Background: an optimization exercise with open tools, aiming at small area. Do not read the settings as production practice. At most, simulation tests tie the RTL to the original design; equivalence was not proved. Power figures rest on the tool's default switching activity, not on a simulated workload.

Setup of the baseline:
==> module memwb_nand4, before the edit <==
module memwb_nand4 (
  input  logic a, b, c, d,
  output logic y
);
  assign y = ~(a & b & c & d);
endmodule
==> module memwb_or4, before the edit <==
module memwb_or4 (
  input  logic a, b, c, d,
  output logic y
);
  assign y = a | b | c | d;
endmodule
==> module memwb_rdbit, before the edit <==
module memwb_rdbit (
  input  logic [11:0] s,
  input  logic [11:0] d,
  input  logic [11:0] sn,
  input  logic [11:0] dn,
  output logic        y
);
  logic [3:0] n;   
  logic [5:0] p;   
  for (genvar i = 0; i < 4; i++) begin : g_n
    memwb_aoi222 u_n (
      .s0(s[3 * i]), .d0(d[3 * i]), .s1(s[3 * i + 1]), .d1(d[3 * i + 1]),
      .s2(s[3 * i + 2]), .d2(d[3 * i + 2]), .y(n[i])
    );
  end
  for (genvar i = 0; i < 6; i++) begin : g_p
    memwb_oai22 u_p (
      .sn0(sn[2 * i]), .d0(dn[2 * i]), .sn1(sn[2 * i + 1]), .d1(dn[2 * i + 1]), .y(p[i])
    );
  end
  logic a, o;
  memwb_nand4 u_a (.a(n[0]), .b(n[1]), .c(n[2]), .d(n[3]), .y(a));
  memwb_or4   u_o (.a(p[0]), .b(p[1]), .c(p[2]), .d(p[3]), .y(o));
  memwb_or4   u_y (.a(o), .b(p[4]), .c(p[5]), .d(a), .y(y));
endmodule
==> module memwb_stage, before the edit <==
module memwb_stage (
  input  logic         clk,
  input  logic         reset,
  input  logic [3:0]   ctrl_MEM,
  input  logic [31:0]  ALU_out_MEM,
  input  logic [31:0]  write_data_MEM,
  input  logic [4:0]   reg_dst_MEM,
  output logic         mem_stall,
  output logic [1:0]   ctrl_WB,
  output logic [31:0]  read_data_WB,
  output logic [31:0]  ALU_out_WB,
  output logic [4:0]   reg_dst_WB,
  output logic         misalign_WB
);
  localparam int NT = 22;   
  logic [31:0] ring [64];
  logic [5:0]  rot;
  logic        b1, b2;
  logic        wb_pend;
  logic [5:0]  wb_addr;
  logic [5:0]  wb_slot;    
  logic [31:0] wb_data;
  logic [1:0]  ctrl_wb_q;
  logic        misalign_wb_q;
  logic [31:0] read_data_wb_q;
  logic [31:0] alu_out_wb_q;
  logic [4:0]  reg_dst_wb_q;
  logic          access, misal, stall, commit, st_commit, byp, drain;
  logic [5:0]    addr;
  logic [NT-1:0] we, wen;
  logic          hsel, bsel, tapok, anyhit;
  logic [NT-1:0] hit, tsel;
  logic [31:0]   wd_pos, wd_neg, rdata;
  logic [NT*32-1:0] port_y;
  genvar pk, pb, b, i;
  always_comb begin
    access    = ctrl_MEM[1] | ctrl_MEM[0];
    misal     = access & (ALU_out_MEM[1:0] != 2'b00);
    stall     = b1 | (~b2 & access);
    commit    = ~stall & ~reset;
    st_commit = commit & ctrl_MEM[0] & ~misal;
    addr      = ALU_out_MEM[7:2];
    byp       = wb_pend & (wb_addr == addr);
    for (int k = 0; k < NT; k++) begin
      we[k]   = (wb_slot == 6'(3 * k)) & wb_pend;
    end
    wen    = ~we;
    drain  = |we;
    anyhit = |hit;
    tapok  = ~byp & ~misal;
    tsel   = hit & {NT{tapok}};
    bsel   = byp & ~misal;
    hsel   = ~anyhit & ~byp & ~misal;
    wd_pos = wb_data;
    wd_neg = ~wb_data;
  end
  memwb_tapdec u_dec (.addr(addr), .rot(rot), .hit(hit));
  for (b = 0; b < 32; b++) begin : g_rd
    logic [11:0] s, d, sn, dn;
    for (i = 0; i < 11; i++) begin : g_t
      assign s[i]  = tsel[2 * i];
      assign d[i]  = ring[6 * i][b];
      assign sn[i] = ~tsel[2 * i + 1];
      assign dn[i] = ring[6 * i + 3][b];
    end
    assign s[11]  = hsel;
    assign d[11]  = read_data_wb_q[b];
    assign sn[11] = ~bsel;
    assign dn[11] = wd_neg[b];
    memwb_rdbit u_rd (.s(s), .d(d), .sn(sn), .dn(dn), .y(rdata[b]));
  end
  for (pk = 0; pk < NT; pk++) begin : g_port
    for (pb = 0; pb < 32; pb++) begin : g_bit
      memwb_port u_p (
        .p(ring[(3 * pk + 63) % 64][pb]), .we(we[pk]),
        .x(pk % 2 == 1 ? wd_pos[pb] : wd_neg[pb]), .wen(wen[pk]),
        .y(port_y[32 * pk + pb])
      );
    end
  end
  always_ff @(posedge clk) begin
    rot <= rot + 6'd1;
    for (int j = 0; j < 64; j++) begin
      if (j % 3 == 0) ring[j] <= port_y[32 * (j / 3) +: 32];
      else            ring[j] <= ring[(j + 63) % 64];
    end
    wb_pend <= st_commit | (wb_pend & ~drain);
    wb_slot <= st_commit ? addr + rot + 6'd2 : wb_slot + 6'd1;
    if (st_commit) begin
      wb_addr <= addr;
      wb_data <= write_data_MEM;
    end
    b1 <= ~reset & ~b1 & ~b2 & access;
    b2 <= ~reset & b1;
    ctrl_wb_q      <= commit ? ctrl_MEM[3:2] : 2'b00;
    misalign_wb_q  <= commit & misal;
    read_data_wb_q <= rdata;
    alu_out_wb_q   <= ALU_out_MEM;
    reg_dst_wb_q   <= reg_dst_MEM;
  end
  assign mem_stall    = stall;
  assign ctrl_WB      = ctrl_wb_q;
  assign read_data_WB = read_data_wb_q;
  assign ALU_out_WB   = alu_out_wb_q;
  assign reg_dst_WB   = reg_dst_wb_q;
  assign misalign_WB  = misalign_wb_q;
endmodule
Settings: LEC_CHECK=0, CAP_MARGIN=20, CORE_MARGIN=2, CORE_UTILIZATION=60, CTS_BUF_LIST=sky130_fd_sc_hd__clkbuf_8, CTS_CLUSTER_DIAMETER=60, CTS_CLUSTER_SIZE=20, SLEW_MARGIN=20, SYNTH_HIERARCHICAL=1; clock period 3.5 ns.
standard.sh (not shown) runs the stock make flow with config.mk's settings and CLKGATE_MAP_FILE= SYNTH_SCRIPT=/design/flow/synth_recipe.tcl, a recipe that flattens the netlist after the stock synthesis.
==> flow/flow/run.sh <==
#!/bin/bash
# The standard layout, with two changes: ports are buffered with the smallest
# buffer, and clock tree synthesis uses clkbuf_8 clusters under a clkbuf_16 root, without dummy loads.
set -euo pipefail
export BUFFER_PORTS_ARGS="-buffer_cell sky130_fd_sc_hd__buf_1"
export CTS_ARGS="-sink_clustering_enable -repair_clock_nets -buf_list sky130_fd_sc_hd__clkbuf_8 -sink_clustering_size 20 -sink_clustering_max_diameter 60 -dont_use_dummy_load -root_buf sky130_fd_sc_hd__clkbuf_16"
bash standard.sh > standard_flow.log 2>&1
#### Input delta (the candidate over the baseline)
-- flow/design.v --
<<< the baseline, line 17
  assign y = ~((sn0 | d0) & (sn1 | d1));
endmodule
module memwb_nand4 (
  input  logic a, b, c, d,
  output logic y
);
  assign y = ~(a & b & c & d);
endmodule
module memwb_or4 (
  input  logic a, b, c, d,
  output logic y
);
  assign y = a | b | c | d;
endmodule
module memwb_rdbit (
  input  logic [11:0] s,
  input  logic [11:0] d,
  input  logic [11:0] sn,
  input  logic [11:0] dn,
  output logic        y
);
  logic [3:0] n;   
  logic [5:0] p;   
  for (genvar i = 0; i < 4; i++) begin : g_n
    memwb_aoi222 u_n (
      .s0(s[3 * i]), .d0(d[3 * i]), .s1(s[3 * i + 1]), .d1(d[3 * i + 1]),
      .s2(s[3 * i + 2]), .d2(d[3 * i + 2]), .y(n[i])
    );
  end
  for (genvar i = 0; i < 6; i++) begin : g_p
    memwb_oai22 u_p (
      .sn0(sn[2 * i]), .d0(dn[2 * i]), .sn1(sn[2 * i + 1]), .d1(dn[2 * i + 1]), .y(p[i])
    );
  end
  logic a, o;
  memwb_nand4 u_a (.a(n[0]), .b(n[1]), .c(n[2]), .d(n[3]), .y(a));
  memwb_or4   u_o (.a(p[0]), .b(p[1]), .c(p[2]), .d(p[3]), .y(o));
  memwb_or4   u_y (.a(o), .b(p[4]), .c(p[5]), .d(a), .y(y));
endmodule
module memwb_tapdec (
>>> the candidate, line 17
  assign y = ~((sn0 | d0) & (sn1 | d1));
endmodule
module memwb_rdbit (
  input  logic [12:0] s,
  input  logic [12:0] d,
  input  logic [10:0] sn,
  input  logic [10:0] dn,
  output logic        y
);
  logic [4:0] n;   
  logic [5:0] p;   
  memwb_aoi222 u_n0 (.s0(s[0]), .d0(d[0]), .s1(s[1]), .d1(d[1]), .s2(s[2]), .d2(d[2]), .y(n[0]));
  memwb_aoi222 u_n1 (.s0(s[3]), .d0(d[3]), .s1(s[4]), .d1(d[4]), .s2(s[5]), .d2(d[5]), .y(n[1]));
  memwb_aoi222 u_n2 (.s0(s[6]), .d0(d[6]), .s1(s[7]), .d1(d[7]), .s2(s[8]), .d2(d[8]), .y(n[2]));
  memwb_aoi222 u_n3 (.s0(s[9]), .d0(d[9]), .s1(s[10]), .d1(d[10]), .s2(s[11]), .d2(d[11]), .y(n[3]));
  assign n[4] = ~(s[12] & d[12]);
  memwb_oai22 u_p0 (.sn0(sn[0]), .d0(dn[0]), .sn1(sn[1]), .d1(dn[1]), .y(p[0]));
  memwb_oai22 u_p1 (.sn0(sn[2]), .d0(dn[2]), .sn1(sn[3]), .d1(dn[3]), .y(p[1]));
  memwb_oai22 u_p2 (.sn0(sn[4]), .d0(dn[4]), .sn1(sn[5]), .d1(dn[5]), .y(p[2]));
  memwb_oai22 u_p3 (.sn0(sn[6]), .d0(dn[6]), .sn1(sn[7]), .d1(dn[7]), .y(p[3]));
  memwb_oai22 u_p4 (.sn0(sn[8]), .d0(dn[8]), .sn1(sn[9]), .d1(dn[9]), .y(p[4]));
  assign p[5] = ~(sn[10] | dn[10]);
  assign y = ~(&n) | (|p);
endmodule
module memwb_tapdec (
<<< the baseline, line 137
  memwb_tapdec u_dec (.addr(addr), .rot(rot), .hit(hit));
  for (b = 0; b < 32; b++) begin : g_rd
    logic [11:0] s, d, sn, dn;
    for (i = 0; i < 11; i++) begin : g_t
      assign s[i]  = tsel[2 * i];
>>> the candidate, line 122
  memwb_tapdec u_dec (.addr(addr), .rot(rot), .hit(hit));
  for (b = 0; b < 32; b++) begin : g_rd
    logic [12:0] s, d;
    logic [10:0] sn, dn;
    for (i = 0; i < 11; i++) begin : g_t
      assign s[i]  = tsel[2 * i];
<<< the baseline, line 144
      assign dn[i] = ring[6 * i + 3][b];
    end
    assign s[11]  = hsel;
    assign d[11]  = read_data_wb_q[b];
    assign sn[11] = ~bsel;
    assign dn[11] = wd_neg[b];
    memwb_rdbit u_rd (.s(s), .d(d), .sn(sn), .dn(dn), .y(rdata[b]));
  end
>>> the candidate, line 130
      assign dn[i] = ring[6 * i + 3][b];
    end
    assign s[11] = hsel;
    assign d[11] = read_data_wb_q[b];
    assign s[12] = bsel;
    assign d[12] = wb_data[b];
    memwb_rdbit u_rd (.s(s), .d(d), .sn(sn), .dn(dn), .y(rdata[b]));
  end
--- outcome ---
From the baseline to the candidate the numbers moved as follows: share of the cycle needed by the critical path after routing down 2.7 points, non-clock buffer count saw a decrease, layout clock buffer count picked up an extra 0.76%.
Summed instance area of the synthesized netlist sits higher in the candidate than in the baseline.
Wire length reported by the detailed router: the candidate > the baseline
Changes observed in the candidate relative to the baseline: register-to-register slack increased 90 ps; met3 global-route usage now sits higher; arrival time of data at the critical path endpoint went down by 20 ps; routed via count divided by cell count held.
Comparing the baseline with the candidate, the power came out essentially unchanged.
Only the layout flow was run in the baseline; the RTL was not checked for function there.

==> what the ideal ports hide <==
The flow's constraints put no driver on any port. The routed layouts listed below were extracted and timed again, unchanged, in two steps.
Step 1: set_driving_cell puts a clkbuf_16 on clk and a buf_2 on each other input, an assumption about the parent block.
Step 2, shift: input delay + t, output delay - t, t = (earliest + latest rising clock arrival at the registers) / 2. This alone moves slack from input paths to output paths.
Three values: ideal, step 1, step 2; two values: the first two.
run | t (ns) | setup slack, ns | worst data-port slew with drivers (ns) | pins driven straight from the clock port
the baseline | 0.737 | 0.160 / 0.160 / -0.250 | 0.05 | 1
the candidate | 0.768 | 0.253 / 0.253 / -0.306 | 0.04 | 1
Met with ideal ports but missed after step 2: setup timing in the baseline and the candidate. For the candidate, which loses most, drivers alone change the setup slack by 0.000 ns; drivers and shift together by -0.559 ns.
